Context: an optimization exercise on an open-source flow, tuned for a short achievable clock period and few clock cycles per item. The choices shown serve that exercise and are no tape-out recipe.
Function was checked by simulation only, so behaviour that the tests miss may differ from the original.
No activity file was given, so power comes from the tool's default toggle rates.

[design/flow/config.mk]
export PLATFORM = sky130hd
export DESIGN_NAME = md_lr_top
export DESIGN_NICKNAME = md_lr_top
export VERILOG_FILES = /design/flow/design.v
export SDC_FILE = /design/flow/constraint.sdc
export NUM_CORES = 4
export LEC_CHECK = 0
export CAP_MARGIN = 20
export CORE_MARGIN = 2
export CORE_UTILIZATION = 40
export SLEW_MARGIN = 20
[design/flow/constraint.sdc]
create_clock -name core_clock -period 10.0 [get_ports {clk}]
set_input_delay 2.0000 -clock core_clock [delete_from_list [all_inputs] [get_ports {clk}]]
set_output_delay 2.0000 -clock core_clock [all_outputs]
set_load 0.01 [all_outputs]
[design/flow/run.sh]
#!/bin/bash
# synth_recipe.tcl (not shown) runs the flow's synth.tcl, then flattens the netlist and writes it again
# the make line also repeats each setting of config.mk as NAME=value (left out here)
make -C /OpenROAD-flow-scripts/flow DESIGN_CONFIG=/design/flow/config.mk WORK_HOME=/design/flow/orfs CLKGATE_MAP_FILE= SYNTH_SCRIPT=/design/flow/synth_recipe.tcl finish
[design/flow/design.v]
`timescale 1ns/1ps
package md_lr_pkg;
  localparam int GSIZE1D = 4;                      
  localparam int NNN1D   = 2;                      
  localparam int NNN3D   = NNN1D * NNN1D * NNN1D;  
  localparam int GADDRW  = 2;                      
  localparam int BADDRW  = 3;                      
  localparam int MAXNUMP = 16;                     
  localparam int PADDRW  = 4;                      
  localparam int QW      = 8;                      
  localparam int GELEW   = 16;                     
  localparam int FW      = 18;                     
  localparam int NSLOT   = 4;                      
  localparam int SLOTW   = 2;
  localparam int GW      = 12;                     
  localparam int OFIFO   = 8;                      
  typedef struct packed {
    logic        [GADDRW-1:0] z;
    logic        [GADDRW-1:0] y;
    logic        [GADDRW-1:0] x;
    logic signed [QW-1:0]     q;                   
  } particle_t;
  typedef logic signed [GELEW-1:0] grid_elem_t;
  typedef struct packed {
    logic signed [FW-1:0] fz;
    logic signed [FW-1:0] fy;
    logic signed [FW-1:0] fx;
  } force_t;
  function automatic logic [BADDRW-1:0] bank_of(
    input logic [GADDRW-1:0] x,
    input logic [GADDRW-1:0] y,
    input logic [GADDRW-1:0] z
  );
    bank_of = {z[0], y[0], x[0]};
  endfunction
  function automatic logic [BADDRW-1:0] bank_addr_of(
    input logic [GADDRW-1:0] x,
    input logic [GADDRW-1:0] y,
    input logic [GADDRW-1:0] z
  );
    bank_addr_of = {z[GADDRW-1], y[GADDRW-1], x[GADDRW-1]};
  endfunction
  function automatic logic [GADDRW-1:0] neighbour_coord(
    input logic [GADDRW-1:0] c,
    input logic              off
  );
    neighbour_coord = c + {{(GADDRW-1){1'b0}}, off};      
  endfunction
  function automatic logic [GSIZE1D-1:0] blk_mask(
    input logic [GADDRW-1:0] a
  );
    for (int c = 0; c < GSIZE1D; c++) begin
      blk_mask[c] = (a == c[GADDRW-1:0]) | (neighbour_coord(a, 1'b1) == c[GADDRW-1:0]);
    end
  endfunction
endpackage
`timescale 1ns/1ps
module bank_ram #(
  parameter int W    = 8,
  parameter int SELW = 3
) (
  input  logic [(2**SELW)*W-1:0] din,
  input  logic [SELW-1:0]        sel,
  output logic [W-1:0]           dout
);
  logic [SELW:0][(2**SELW)*W-1:0] lvl;    
  assign lvl[0] = din;
  for (genvar l = 1; l <= SELW; l++) begin : g_lvl
    for (genvar i = 0; i < 2 ** (SELW - l); i++) begin : g_m
      assign lvl[l][i*W +: W] = sel[l-1] ? lvl[l-1][(2*i+1)*W +: W] : lvl[l-1][2*i*W +: W];
    end
    if (2 ** (SELW - l) * W < (2 ** SELW) * W) begin : g_pad
      assign lvl[l][(2**SELW)*W-1:(2**(SELW-l))*W] = '0;
    end
  end
  assign dout = lvl[SELW][W-1:0];
endmodule
`timescale 1ns/1ps
module md_lr_top (
  input  logic                         clk,
  input  logic                         rst,
  output logic                         pready,
  input  logic                         pvalid,
  input  logic [md_lr_pkg::PADDRW-1:0] paddr,
  input  md_lr_pkg::particle_t         pwdata,
  input  logic                         plast,
  input  logic                         fready,
  output logic                         fvalid,
  output logic [md_lr_pkg::PADDRW-1:0] faddr,
  output logic                         flast,
  output md_lr_pkg::force_t            fdata
);
  localparam int NSLOT = md_lr_pkg::NSLOT;
  localparam int SW    = md_lr_pkg::SLOTW;
  localparam int GW    = md_lr_pkg::GW;
  logic          pready_q;
  logic          accept;
  logic          first_q;                 
  logic [SW-1:0] alloc_ptr;               
  logic [SW-1:0] cur_slot;                
  logic [SW:0]   used;                    
  logic [SW:0]   used_nxt;
  logic          free_slot;               
  assign pready = pready_q;
  assign accept = pvalid & pready_q;
  assign used_nxt = used + {{SW{1'b0}}, accept & first_q} - {{SW{1'b0}}, free_slot};
  always_ff @(posedge clk) begin
    if (rst) begin
      pready_q  <= 1'b1;
      first_q   <= 1'b1;
      alloc_ptr <= '0;
      used      <= '0;
    end else begin
      if (accept) begin
        first_q <= plast;
      end
      if (accept & first_q) begin
        alloc_ptr <= alloc_ptr + 1'b1;
      end
      used     <= used_nxt;
      pready_q <= (accept ? ~plast : ~first_q) | (used_nxt != NSLOT[SW:0]);
    end
  end
  always_ff @(posedge clk) begin
    if (accept & first_q) begin
      cur_slot <= alloc_ptr;
    end
  end
  logic                     in_v;
  logic                     in_first;
  logic                     in_last;
  logic [3:0]               in_idx;
  md_lr_pkg::particle_t     in_p;
  always_ff @(posedge clk) begin
    if (rst) begin
      in_v <= 1'b0;
    end else begin
      in_v <= accept;
    end
  end
  always_ff @(posedge clk) begin
    in_first <= first_q;
    in_last  <= plast;
    in_idx   <= paddr;
    in_p     <= pwdata;
  end
  logic [7:0][7:0][GW-1:0] sgrid;
  logic [3:0]           mx, my, mz;       
  logic signed [GW-1:0] q_ext;
  logic                 sfull;            
  logic [SW-1:0]        snap_slot;
  assign mx    = md_lr_pkg::blk_mask(in_p.x);
  assign my    = md_lr_pkg::blk_mask(in_p.y);
  assign mz    = md_lr_pkg::blk_mask(in_p.z);
  assign q_ext = {{(GW-md_lr_pkg::QW){in_p.q[md_lr_pkg::QW-1]}}, in_p.q};
  always_ff @(posedge clk) begin
    if (in_v) begin
      for (int c = 0; c < 64; c++) begin
        sgrid[{c[4], c[2], c[0]}][{c[5], c[3], c[1]}] <=
          (in_first ? '0 : sgrid[{c[4], c[2], c[0]}][{c[5], c[3], c[1]}]) +
          ((mx[c[1:0]] & my[c[3:2]] & mz[c[5:4]]) ? q_ext : '0);
      end
    end
  end
  always_ff @(posedge clk) begin
    if (rst) begin
      sfull <= 1'b0;
    end else begin
      sfull <= in_v & in_last;
    end
  end
  always_ff @(posedge clk) begin
    if (in_v & in_last) begin
      snap_slot <= cur_slot;
    end
  end
  logic [NSLOT-1:0][7:0][7:0][GW-1:0] slot_grid;
  logic [NSLOT-1:0][15:0][5:0] slot_pos;
  logic [3:0]           slot_nlast [NSLOT];
  logic [NSLOT-1:0]     slot_full;
  logic [NSLOT-1:0]     slot_set;
  logic [NSLOT-1:0]     slot_clr;
  for (genvar s = 0; s < NSLOT; s++) begin : g_set
    assign slot_set[s] = sfull & (snap_slot == SW'(s));
  end
  always_ff @(posedge clk) begin
    for (int s = 0; s < NSLOT; s++) begin
      if (slot_set[s]) begin
        slot_grid[s] <= sgrid;
      end
    end
    for (int s = 0; s < NSLOT; s++) begin
      for (int i = 0; i < 16; i++) begin
        if (in_v & (cur_slot == SW'(s)) & (in_idx == i[3:0])) begin
          slot_pos[s][i] <= {in_p.z, in_p.y, in_p.x};
        end
      end
      if (in_v & in_last & (cur_slot == SW'(s))) begin
        slot_nlast[s] <= in_idx;
      end
    end
  end
  always_ff @(posedge clk) begin
    if (rst) begin
      slot_full <= '0;
    end else begin
      slot_full <= (slot_full | slot_set) & ~slot_clr;
    end
  end
  localparam int OCAP = md_lr_pkg::OFIFO + 1;   
  logic [SW-1:0] rd_slot;
  logic [3:0]    g_idx;
  logic          g_rdy;
  logic          g_last;
  logic          issue;
  logic [4:0]    outst;                   
  logic          take;
  logic [5:0]    g_pos;
  assign g_rdy  = slot_full[rd_slot] | (sfull & (snap_slot == rd_slot));
  assign issue  = g_rdy & (outst < 5'(OCAP));
  assign g_last = (g_idx == slot_nlast[rd_slot]);
  bank_ram #(.W(6), .SELW(SW + 4)) u_pos_mux (
    .din  (slot_pos),
    .sel  ({rd_slot, g_idx}),
    .dout (g_pos)
  );
  assign free_slot = issue & g_last;
  for (genvar s = 0; s < NSLOT; s++) begin : g_clr
    assign slot_clr[s] = free_slot & (rd_slot == SW'(s));
  end
  always_ff @(posedge clk) begin
    if (rst) begin
      rd_slot <= '0;
      g_idx   <= '0;
      outst   <= '0;
    end else begin
      if (issue) begin
        if (g_last) begin
          g_idx   <= '0;
          rd_slot <= rd_slot + 1'b1;
        end else begin
          g_idx <= g_idx + 1'b1;
        end
      end
      outst <= outst + {4'd0, issue} - {4'd0, take};
    end
  end
  logic          r1_v, r1_last;
  logic [3:0]    r1_idx;
  logic [SW-1:0] r1_slot;
  logic [1:0]    r1_hx, r1_hy, r1_hz;     
  logic          r1_x0, r1_y0, r1_z0;
  always_ff @(posedge clk) begin
    if (rst) begin
      r1_v <= 1'b0;
    end else begin
      r1_v <= issue;
    end
  end
  always_ff @(posedge clk) begin
    r1_last <= g_last;
    r1_idx  <= g_idx;
    r1_slot <= rd_slot;
    r1_hx   <= {g_pos[1], g_pos[1] ^ g_pos[0]};
    r1_hy   <= {g_pos[3], g_pos[3] ^ g_pos[2]};
    r1_hz   <= {g_pos[5], g_pos[5] ^ g_pos[4]};
    r1_x0   <= g_pos[0];
    r1_y0   <= g_pos[2];
    r1_z0   <= g_pos[4];
  end
  logic                 r2_v, r2_last;
  logic [3:0]           r2_idx;
  logic                 r2_x0, r2_y0, r2_z0;
  logic signed [GW-1:0] r2_b [8];
  for (genvar b = 0; b < 8; b++) begin : g_rd
    logic [2:0] a;
    assign a = {r1_hz[b / 4], r1_hy[(b / 2) % 2], r1_hx[b % 2]};
    logic [NSLOT*8*GW-1:0] cand;           
    logic [GW-1:0]         rd;
    for (genvar s = 0; s < NSLOT; s++) begin : g_c
      assign cand[s*8*GW +: 8*GW] = slot_grid[s][b];
    end
    bank_ram #(.W(GW), .SELW(SW + 3)) u_mux (
      .din  (cand),
      .sel  ({r1_slot, a}),
      .dout (rd)
    );
    always_ff @(posedge clk) begin
      r2_b[b] <= rd;
    end
  end
  always_ff @(posedge clk) begin
    if (rst) begin
      r2_v <= 1'b0;
    end else begin
      r2_v <= r1_v;
    end
  end
  always_ff @(posedge clk) begin
    r2_last <= r1_last;
    r2_idx  <= r1_idx;
    r2_x0   <= r1_x0;
    r2_y0   <= r1_y0;
    r2_z0   <= r1_z0;
  end
  logic                   r3_v, r3_last;
  logic [3:0]             r3_idx;
  logic                   r3_y0, r3_z0;
  logic signed [GW:0]     r3_u [4];
  logic signed [GW:0]     r3_s [4];
  for (genvar p = 0; p < 4; p++) begin : g_s3
    logic signed [GW:0] b0, b1;
    assign b0 = {r2_b[2 * p][GW-1], r2_b[2 * p]};
    assign b1 = {r2_b[2 * p + 1][GW-1], r2_b[2 * p + 1]};
    always_ff @(posedge clk) begin
      r3_u[p] <= r2_x0 ? (b0 - b1) : (b1 - b0);
      r3_s[p] <= b0 + b1;
    end
  end
  always_ff @(posedge clk) begin
    if (rst) begin
      r3_v <= 1'b0;
    end else begin
      r3_v <= r2_v;
    end
  end
  always_ff @(posedge clk) begin
    r3_last <= r2_last;
    r3_idx  <= r2_idx;
    r3_y0   <= r2_y0;
    r3_z0   <= r2_z0;
  end
  logic               r4_v, r4_last;
  logic [3:0]         r4_idx;
  logic               r4_y0, r4_z0;
  logic signed [GW+1:0] r4_x0s, r4_x1s;   
  logic signed [GW+1:0] r4_yp, r4_yn;     
  logic signed [GW+1:0] r4_zp, r4_zn;     
  function automatic logic signed [GW+1:0] add2(input logic signed [GW:0] a,
                                                input logic signed [GW:0] b);
    add2 = {a[GW], a} + {b[GW], b};
  endfunction
  always_ff @(posedge clk) begin
    r4_x0s <= add2(r3_u[0], r3_u[1]);
    r4_x1s <= add2(r3_u[2], r3_u[3]);
    r4_yp  <= add2(r3_s[1], r3_s[3]);
    r4_yn  <= add2(r3_s[0], r3_s[2]);
    r4_zp  <= add2(r3_s[2], r3_s[3]);
    r4_zn  <= add2(r3_s[0], r3_s[1]);
    r4_last <= r3_last;
    r4_idx  <= r3_idx;
    r4_y0   <= r3_y0;
    r4_z0   <= r3_z0;
  end
  always_ff @(posedge clk) begin
    if (rst) begin
      r4_v <= 1'b0;
    end else begin
      r4_v <= r3_v;
    end
  end
  localparam int RW = GW + 3;
  logic          r5_v, r5_last;
  logic [3:0]    r5_idx;
  logic signed [RW-1:0] r5_fx, r5_fy, r5_fz;
  function automatic logic signed [RW-1:0] sub2(input logic signed [GW+1:0] a,
                                                input logic signed [GW+1:0] b);
    sub2 = {a[GW+1], a} - {b[GW+1], b};
  endfunction
  always_ff @(posedge clk) begin
    r5_fx   <= {r4_x0s[GW+1], r4_x0s} + {r4_x1s[GW+1], r4_x1s};
    r5_fy   <= r4_y0 ? sub2(r4_yn, r4_yp) : sub2(r4_yp, r4_yn);
    r5_fz   <= r4_z0 ? sub2(r4_zn, r4_zp) : sub2(r4_zp, r4_zn);
    r5_last <= r4_last;
    r5_idx  <= r4_idx;
  end
  always_ff @(posedge clk) begin
    if (rst) begin
      r5_v <= 1'b0;
    end else begin
      r5_v <= r4_v;
    end
  end
  localparam int OD  = md_lr_pkg::OFIFO;
  localparam int ODW = $clog2(OD);
  localparam int EW  = 3 * RW + 5;
  logic [EW-1:0]  ofifo [OD];
  logic [ODW-1:0] owp, orp;
  logic [ODW:0]   ocnt;
  logic           oempty;
  logic           oload;
  logic           opush;
  logic           opop;
  logic [EW-1:0]  r5_e;
  logic [EW-1:0]  onext;
  logic           fvalid_q;
  logic [EW-1:0]  out_q;
  assign r5_e   = {r5_last, r5_idx, r5_fz, r5_fy, r5_fx};
  assign oempty = (ocnt == '0);
  assign oload  = ~fvalid_q | fready;
  assign take   = fvalid_q & fready;
  assign opop   = oload & ~oempty;
  assign opush  = r5_v & ~(oload & oempty);
  assign onext  = oempty ? r5_e : ofifo[orp];
  always_ff @(posedge clk) begin
    if (rst) begin
      owp      <= '0;
      orp      <= '0;
      ocnt     <= '0;
      fvalid_q <= 1'b0;
    end else begin
      if (opush) owp <= owp + 1'b1;
      if (opop)  orp <= orp + 1'b1;
      ocnt <= ocnt + {{ODW{1'b0}}, opush} - {{ODW{1'b0}}, opop};
      if (oload) fvalid_q <= ~oempty | r5_v;
    end
  end
  always_ff @(posedge clk) begin
    if (opush) ofifo[owp] <= r5_e;
    if (oload) out_q <= onext;
  end
  assign fvalid   = fvalid_q;
  assign flast    = out_q[EW-1];
  assign faddr    = out_q[EW-2 -: 4];
  assign fdata.fx = {{(md_lr_pkg::FW-RW){out_q[RW-1]}}, out_q[RW-1:0]};
  assign fdata.fy = {{(md_lr_pkg::FW-RW){out_q[2*RW-1]}}, out_q[2*RW-1:RW]};
  assign fdata.fz = {{(md_lr_pkg::FW-RW){out_q[3*RW-1]}}, out_q[3*RW-1:2*RW]};
endmodule
==> results by group <==
Timing
  – Final Worst Setup Slack: 4149 ps
  – Final Critical Period: 5851 ps
  – Relative slew slack: 0.2305
  – TNS Setup: 0 ps
  – Final Setup Violations: 0
  – Fin. Hold Viols: 0
  – Tcrit/Tclk final: 0.5851
  – RSZ-0062 raised after global routing: false
  – Number of max-slew violations in the final report: 0
  – Worst Tran Pin Value: 1154 ps
  – Max Freq: 0.1709 GHz
  – Layout Skew: 82.13 ps

Layout
  – Multi-input gate area: 76,930 sq um
  – Design Area, Final: 257,900 sq um
  – Register Area: 149,400 sq um
  – Filler instances: 49,123
  – Fraction of layout cells with a size suffix above 1: 0.1616
  – # nets final: 15,416
  – Final cell count without fillers: 22,307
  – Area delta synth->final: 12.18%

Detailed routing
  – Iter 0 DRT Violations: 10,152
  – DRC: 0
  – Final wirelength: 538,700 um
  – First-pass iteration count of the detailed router: 5
  – Via count of the routed design: 120,626
  – Vias/cell: 5.408
  – Post-route ant nets: 0
  – Average wire per standard cell: 24.15 um

Yosys
  – Mapped Cells: 13,987
  – Cell Area, Synth: 229,900 sq um
  – Mapped Nets: 15,128
  – Ys Warns: 5
  – Asr flop ratio synth: 0
  – Post-synth EDFFs: 4,685
  – Synth cell types: 79
  – Ys flop type: edfxtp_1
  – FF+latch count, synth: 5,113
  – Synth Area per Inst: 16.44 sq um
  – Seq/Total Area, Yosys: 0.6492

Clock tree
  – Clk slew on worst S/H paths: 60 ps
  – CTS root buffer: clkbuf_16
  – TritonCTS Buffers: 559
  – PostCTS Resize Cnt: 0
  – Worst-Skew Late Latency: 1110 ps
  – CTS sink cnt: 5,113
  – Postcts setup bufs: 0
  – CTS Hold Bufs: 0
  – H-tree level count: 6
  – Clock buffer depth: 4
  – CTS tree: done

Global route
  – First-pass GRT wire length: 802,800 um
  – Initial antenna violation count: 33
  – Grt ovf: 0
  – Total track usage: 0.1820
  – Largest net degree at the start of global routing: 158
  – Vias in the first global route: 121,210

Floorplan
  – Die Span Y: 762.1 um
  – Width of the die: 762.1 um
  – Num rows: 278
  – # IOs: 84
  – Initial Utilization: 0.4013
  – Die ar.: 580,800 sq um
  – Core ar.: 572,900 sq um

Worst setup path
  – Worst setup SP type: flip-flop
  – CP Class: reg -> reg
  – Crit path cell chain: buf_4 -> inv_1 -> ha_2 -> buf_4 -> inv_1 -> nor3_1 -> and2_1 -> ha_1 -> a21o_1 -> a21oi_1 -> nor2b_1 -> o21a_1 -> o41ai_2 -> or4b_2 -> o211ai_1
  – Critical path data required time: 10,880 ps
  – Reg2reg start: in_p[10]
  – CP Launch Point: in_p[10]
  – Slowest-stage cell, CP: nor3_1
  – Crit path DAT: 6730 ps
  – Largest stage delay, worst path: 890 ps
  – Crit-path max FO: 67
  – Crit. End Element: flip-flop
  – CP top delay family: simple AND/OR/NAND/NOR gates
  – Buffer and inverter count on the worst path: 4

Power
  – Sw power: 13.60 mW
  – Clk pwr share: 0.385
  – Sequential power share: 0.490
  – Maximum vdd drop: 172.6 uV
  – P_leak: 89.38 nW
  – Power share of the combinational group: 0.125
  – Sw Ratio: 0.2578
  – Cell Pwr Density: 204.6 nW/um^2
  – Pint: 39.16 mW

Placed design
  – Port Buffers: 83
  – DP Cell Count: 21,274
  – Routability congestion estimate: 0.8214
  – Pre-CTS setup slack: 4190 ps
  – Placed Area: 239,800 sq um
  – Hpwl dp: 352,300 um

Run
  – MaxCap Viol Count: 0

Outcome
  – Status: finished clean

Min path
  – Hold crit path type: reg -> reg
  – Worst Hold Launch: r4_idx[2]
## layout make-up
type | count | area share
Clock inverter | 322 | 0.01259
Antenna cell | 15 | 0.0001456
Tap cell | 7560 | 0.03668
Timing Repair Buffer | 238 | 0.009335
Multi-Input combinational cell | 7931 | 0.2983
Inverter | 432 | 0.006288
Sequential cell | 5113 | 0.5791
Clock buffer | 696 | 0.05748
## cells in the mapped netlist, drive strengths merged (9+ instances only)
master | instances | area, sq um
a2111o | 24 | 270.3
a2111oi | 30 | 281.5
a211oi | 69 | 518.0
a21boi | 10 | 75.07
a21o | 123 | 923.4
a21oi | 448 | 2242
a22oi | 14 | 105.1
a31o | 29 | 254.0
a31oi | 72 | 462.9
and2 | 520 | 3253
and3 | 76 | 475.5
buf | 170 | 937.2
clkbuf | 341 | 1280
dfxtp | 428 | 8568
edfxtp | 4685 | 140700
fa | 90 | 1802
ha | 1028 | 12860
inv | 431 | 1618
mux2 | 121 | 1366
mux2i | 128 | 1281
mux4 | 1143 | 25740
nand2 | 286 | 1074
nand2b | 32 | 200.2
nand3 | 103 | 515.5
nand3b | 9 | 67.56
nand4 | 15 | 93.84
nor2 | 809 | 3037
nor2b | 891 | 5574
nor3 | 167 | 835.8
nor3b | 9 | 67.56
nor4 | 26 | 177.7
o2111ai | 11 | 96.34
o211ai | 28 | 210.2
o21a | 224 | 1682
o21ai | 240 | 1201
o21ba | 23 | 230.2
o21bai | 88 | 660.6
o22ai | 30 | 187.7
o41ai | 29 | 404.1
or3 | 18 | 117.6
or4 | 43 | 322.8
or4b | 26 | 260.3
xnor2 | 660 | 5781
xor2 | 168 | 1471
## metrics by stage
step	hold slack [ps]	total power [mW]	utilization
6_report	307.0	52.77	0.4502
5_1_grt	322.8	54.83	0.4501
4_1_cts	308.8	53.32	0.4501
3_5_place_dp	312.1	32.93	0.4185
3_3_place_gp	311.6	32.86	0.4185
2_1_floorplan	309.6	30.44	-
## cells by family (layout without fill, tap and decap cells)
| kind of cell | after synthesis | count (layout) | share of synthesized area |
|---|---|---|---|
| buffers and inverters | 943 | 1688 | 0.01670 |
| AO/OA/AOI/OAI | 1552 | 1552 | 0.04499 |
| XOR/XNOR | 828 | 828 | 0.03155 |
| flip-flops | 5113 | 5113 | 0.6492 |
| other | 0 | 15 | 0 |
| AND/OR/NAND/NOR | 3041 | 3041 | 0.07025 |
| adder cells (fa/ha/maj) | 1118 | 1118 | 0.06379 |
| multiplexers | 1392 | 1392 | 0.1235 |
## path summary, 6_finish.rpt
| path | endpoint | slack [ps] | depth (start not counted) |
|---|---|---|---|
| worst max-delay path | sgrid[418] | 4150 | 15 |
| worst min-delay path | r5_idx[2] | 310 | 0 |
| worst max register to register | sgrid[418] | 4150 | 15 |
| worst min register to register | r5_idx[2] | 310 | 0 |
## sequential cells by signal, indices dropped and copies added, names as in the netlist, 15 cells and up, named ones only
register,cells
ofifo,392
out_q,49
r2_b,96
r3_s,52
r3_u,48
r5_fy,15
r5_fz,15
sgrid,768
slot_grid,3072
slot_nlast,16
slot_pos,384
## power groups by stage
stage                     Sequential, mW  Clock (mW)  Combinational [mW]
after detailed placement            26.3           0                6.64
final                               25.8        20.3                6.59
after global placement              26.3           0                6.60
after global routing                26.0        21.6                7.29
after CTS                           25.8        20.8                6.67
after floorplan                     25.8           0                4.62
## cell usage in the layout (no fill, tap or decap), types with 103 or more instances in the layout
cell	n
clkbuf_16	568
mux2i_1	128
mux2_2	120
dfxtp_1	397
nand2_1	284
nor2b_1	891
a21oi_1	448
mux4_2	1143
nor3_1	161
a21o_1	123
xnor2_1	660
buf_4	122
inv_1	431
ha_1	1027
and2_1	520
xor2_1	168
nor2_1	797
nand3_1	103
clkbuf_1	115
clkinv_1	106
o21a_1	224
o21ai_0	231
edfxtp_1	4685
## routing by layer
metal / vias to the layer above / GRT usage / share of wire / wire length [um]
met4: 2 / 0.04169 / 0.021 / 11220
met1: 62429 / 0.2638 / 0.45 / 243800
met5: - / 0 / 0.000024 / 13
li1: 54531 / - / - / -
met3: 691 / 0.01958 / 0.050 / 27090
met2: 2973 / 0.2971 / 0.48 / 256600
Testbench counts, summed over its fixed seeds: cycles 1,403, items 1,214.

-- re-timing with driven ports --
How much do the figures lean on ideal ports? The routed layout below was timed once more, with nothing changed but the port constraints. Step 1, drivers: a clkbuf_16 drives clk and a buf_2 each remaining input, both assumed. Step 2 adds t to the input delays and takes it off the output delays; t is the mean of the earliest and latest rising clock arrival at the registers after step 1. Input paths then give back, and output paths get back, about the clock's delay inside the block. a / b / c = ideal / step 1 / step 2; a / b = the first two.
t (ns): 1.188
slack for setup (ns): 4.149 / 4.149 / 4.149
hold slack, ns: 0.307 / 0.307 / 0.307
cell pins on the clock port's net: 1
After both steps this run still meets setup and hold. For this run, drivers alone change the setup slack by 0.000 ns; drivers and shift together by 0.000 ns.
